This design comes from an exercise in tuning for a short achievable clock period and few clock cycles on the open sky130 flow, not from production work.
Only simulation tests tie the RTL to the original design; equivalence was not proved.

==> job 619: inputs <==
==> flow/design.v (excerpt) <==
module core (
	input  logic                      clk,
	input  logic                      rst_n,
	input  logic                      run_i,
	input  logic                      imem_we_i,
	input  core_types_pkg::imem_idx_t imem_addr_i,
	input  core_types_pkg::word_t     imem_wdata_i,
	output logic                      wb_valid_o,
	output core_types_pkg::reg_addr_t wb_rd_o,
	output core_types_pkg::word_t     wb_data_o,
	output logic                      st_valid_o,
	output core_types_pkg::pc_t       st_addr_o,
	output core_types_pkg::word_t     st_data_o
);
export LEC_CHECK = 0
export ABC_CLOCK_PERIOD_IN_PS = 3500
export CAP_MARGIN = 20
export CORE_MARGIN = 2
export CORE_UTILIZATION = 30
export PLACE_DENSITY = 0.4
export SLEW_MARGIN = 20
export TNS_END_PERCENT = 100
create_clock -name core_clock -period 10.0 [get_ports {clk}]
standard.sh (not shown) runs the stock make flow with config.mk's settings and CLKGATE_MAP_FILE= SYNTH_SCRIPT=/design/flow/synth_recipe.tcl, a recipe that flattens the netlist after the stock synthesis.
==> flow/flow/run.sh <==
#!/bin/bash
set -euo pipefail
bash standard.sh SETUP_SLACK_MARGIN=5.6 MATCH_CELL_FOOTPRINT=0 finish > standard.log 2>&1
==> inputs of job 7937, as changes to job 619 <==
--- a/flow/design.v
+++ b/flow/design.v
@@ -280,21 +280,21 @@
 	end
 	logic [63:0][7:0] imem_nx;
 	for (genvar g = 0; g < 64; g++) begin : g_nx
 		assign imem_nx[g] = imem[(g + 1) % 64][PW-1:PW-8];
 	end
-	logic [63:0] pc_q;     
+	logic [5:0]  pc_q;
 	logic        fx_wr, fx_ld, fx_st, fx_br, fx_lu;
 	logic        fx_sub, fx_slt, fx_xor, fx_or, fx_and, fx_imm;
 	logic        fx_fa_m, fx_fa_w, fx_fb_m, fx_fb_w;
 	logic [4:0]  fx_rd;
 	logic [5:0]  fx_tgt;
 	logic [31:0] fx_a, fx_b, fx_immv;
 	logic        xm_wr, xm_ld, xm_st;
 	logic [4:0]  xm_rd;
 	logic [31:0] xm_y, xm_sd;
-	logic [63:0] xm_idx;   
+	logic [5:0]  xm_idx;
 	logic        mw_wr;
 	logic [4:0]  mw_rd;
 	logic [31:0] mw_data;
 	logic [31:1][31:0] rf_q;
 	logic [31:0][31:0] rf_v;
@@ -303,24 +303,14 @@
 	logic [PW-1:0] f_w;
 	logic [7:0]    f_nx;
 	logic [4:0]    f_rd, f_rs1, f_rs2;
 	logic [11:0]   f_imm12;
 	logic          f_use2, f_wr, f_ld, f_st, f_br, f_nop, f_unc, f_nx_nop, f_nx_unc;
-	logic [5:0]    f_tgt, f_nx_tgt;
-	logic [63:0]   f_npc;
+	logic [5:0]    f_tgt, f_nx_tgt, f_npc;
 	logic [31:0]   f_ra, f_rb;
-	always_comb begin
-		f_w  = '0;
-		f_nx = '0;
-		for (int k = 0; k < 64; k++) begin
-			f_w  = f_w | ({PW{pc_q[k]}} & imem[k]);
-			f_nx = f_nx | ({8{pc_q[k]}} & imem_nx[k]);
-		end
-	end
-	function automatic logic [63:0] onehot(input logic [5:0] i);
-		onehot = 64'd1 << i;
-	endfunction
+	assign f_w  = imem[pc_q];
+	assign f_nx = imem_nx[pc_q];
 	assign f_rd     = f_w[4:0];
 	assign f_rs1    = f_w[9:5];
 	assign f_rs2    = f_w[14:10];
 	assign f_imm12  = f_w[26:15];
 	assign f_use2   = f_w[27];
@@ -333,14 +323,14 @@
 	assign f_tgt    = f_w[45:40];
 	assign f_nx_nop = f_nx[0];
 	assign f_nx_unc = f_nx[1];
 	assign f_nx_tgt = f_nx[7:2];
 	always_comb begin
-		if (f_unc) f_npc = onehot(f_tgt);
-		else if (f_nx_nop) f_npc = {pc_q[61:0], pc_q[63:62]};
-		else if (f_nx_unc) f_npc = onehot(f_nx_tgt);
-		else f_npc = {pc_q[62:0], pc_q[63]};
+		if (f_unc) f_npc = f_tgt;
+		else if (f_nx_nop) f_npc = pc_q + 6'd2;
+		else if (f_nx_unc) f_npc = f_nx_tgt;
+		else f_npc = pc_q + 6'd1;
 	end
 	assign f_ra = rf_v[f_rs1];
 	assign f_rb = rf_v[f_rs2];
 	logic        x_stall, x_redir;
 	logic [31:0] x_a, x_b, x_op_b, x_bx, x_sum, x_y;
@@ -361,22 +351,17 @@
 		else if (fx_and) x_y = x_a & x_b;
 		else x_y = x_sum;
 	end
 	assign x_redir = fx_br && !x_stall && (x_a == x_b);
 	logic [31:0] m_rdata, m_data;
-	always_comb begin
-		m_rdata = '0;
-		for (int k = 0; k < 64; k++) begin
-			m_rdata = m_rdata | ({32{xm_idx[k]}} & dm_q[k]);
-		end
-	end
+	assign m_rdata = dm_q[xm_idx];
 	assign m_data  = xm_ld ? m_rdata : xm_y;
 	logic f_go;     
 	assign f_go = !x_stall && !x_redir;
 	always_ff @(posedge clk or negedge rst_n) begin
 		if (!rst_n) begin
-			pc_q    <= 64'd1;
+			pc_q    <= '0;
 			fx_wr   <= 1'b0;
 			fx_ld   <= 1'b0;
 			fx_st   <= 1'b0;
 			fx_br   <= 1'b0;
 			fx_lu   <= 1'b0;
@@ -387,11 +372,11 @@
 			xm_wr   <= 1'b0;
 			xm_ld   <= 1'b0;
 			xm_st   <= 1'b0;
 			mw_wr   <= 1'b0;
 		end else if (run_i) begin
-			if (x_redir) pc_q <= onehot(fx_tgt);
+			if (x_redir) pc_q <= fx_tgt;
 			else if (!x_stall) pc_q <= f_npc;
 			if (x_stall) begin
 				fx_lu   <= 1'b0;
 				fx_fa_m <= 1'b0;
 				fx_fb_m <= 1'b0;
@@ -432,11 +417,11 @@
 				fx_a    <= f_ra;
 				fx_b    <= f_rb;
 			end
 			xm_rd  <= fx_rd;
 			xm_y   <= x_y;
-			xm_idx <= onehot(x_y[7:2]);
+			xm_idx <= x_y[7:2];
 			xm_sd  <= x_b;
 			mw_rd   <= xm_rd;
 			mw_data <= m_data;
 		end
 	end
@@ -449,11 +434,11 @@
 			end
 		end
 	end
 	for (genvar g = 0; g < 64; g++) begin : g_dm
 		always_ff @(posedge clk) begin
-			if (run_i && xm_st && xm_idx[g]) begin
+			if (run_i && xm_st && xm_idx == g) begin
 				dm_q[g] <= xm_sd;
 			end
 		end
 	end
 	assign wb_valid_o = run_i && mw_wr;
==> flow/run.sh (new file) <==
#!/bin/bash
# synth_recipe.tcl (not shown) runs the flow's synth.tcl, then flattens the netlist and writes it again
# the make line also repeats each setting of config.mk as NAME=value (left out here)
make -C /OpenROAD-flow-scripts/flow DESIGN_CONFIG=/design/flow/config.mk WORK_HOME=/design/flow/orfs CLKGATE_MAP_FILE= SYNTH_SCRIPT=/design/flow/synth_recipe.tcl finish
==> flow/config.mk (replaced) <==
export PLATFORM = sky130hd
export DESIGN_NAME = core
export DESIGN_NICKNAME = core
export VERILOG_FILES = /design/flow/design.v
export SDC_FILE = /design/flow/constraint.sdc
export NUM_CORES = 4
export LEC_CHECK = 0
export CAP_MARGIN = 20
export CORE_MARGIN = 2
export CORE_UTILIZATION = 35
export PLACE_DENSITY = 0.4
export SLEW_MARGIN = 20
removed: flow/flow/run.sh
removed: flow/standard.sh
==> reports/metrics.cfg <==
[clocking]
cts_post_setup_buffers_inserted=343
cts.sink_count=6324

[finish]
nFillCells=81300

[synth]
synthArstFlopShare=0.169
ys_seq_area_frac=0.717

[floorplan]
initial_utilization=0.301

[run_status]
result_of_the_run=complete, no violations

[critical_path]
worstPathBufferInverterCount=3

[power]
powerSeq_mw=33.4

[drt]
drt-total-wl_um=1400000

[timing]
setup_slack_ns=5.16

[end of results for job 619]
==> reports/metrics.cfg <==
[power]
powerSeq_mw=33.3

[finish]
nFillCells=67200

[synth]
synthArstFlopShare=0.163
ys_seq_area_frac=0.687

[timing]
setup_slack_ns=3.17

[clocking]
cts.sink_count=6202
cts_post_setup_buffers_inserted=0

[drt]
drt-total-wl_um=990000

[run_status]
result_of_the_run=complete, no violations

[end of results for job 7937]
Testbench counts of job 619, summed over its fixed seeds: cycles 15,834.
Testbench counts of job 7937, summed over its fixed seeds: cycles 15,834.

==> separate check: timing with driven ports <==
Ports are ideal in the flow. The routed layouts listed here were re-timed in OpenROAD. Step 1 (the two cells are an assumption about what drives the block):
set clk [get_ports {clk}]
set_driving_cell -lib_cell sky130_fd_sc_hd__clkbuf_16 $clk
set_driving_cell -lib_cell sky130_fd_sc_hd__buf_2 [delete_from_list [all_inputs] $clk]
Step 2 times the ports against the registers' clock, not the clock port: input delays grow and output delays shrink by t, the midpoint of the rising clock arrivals with the driver on. Three values: ideal, step 1, step 2; two values: the first two.
run | shift t [ns] | slack for setup (ns) | pins driven straight from the clock port
job 619 | 1.288 | 5.159 / 5.072 / 4.335 | 1
job 7937 | 1.244 | 3.170 / 3.170 / 3.170 | 1
After both steps every run listed still meets setup and hold. The setup slack of job 619, which loses most, moves by -0.087 ns with the drivers and by -0.824 ns with both steps.
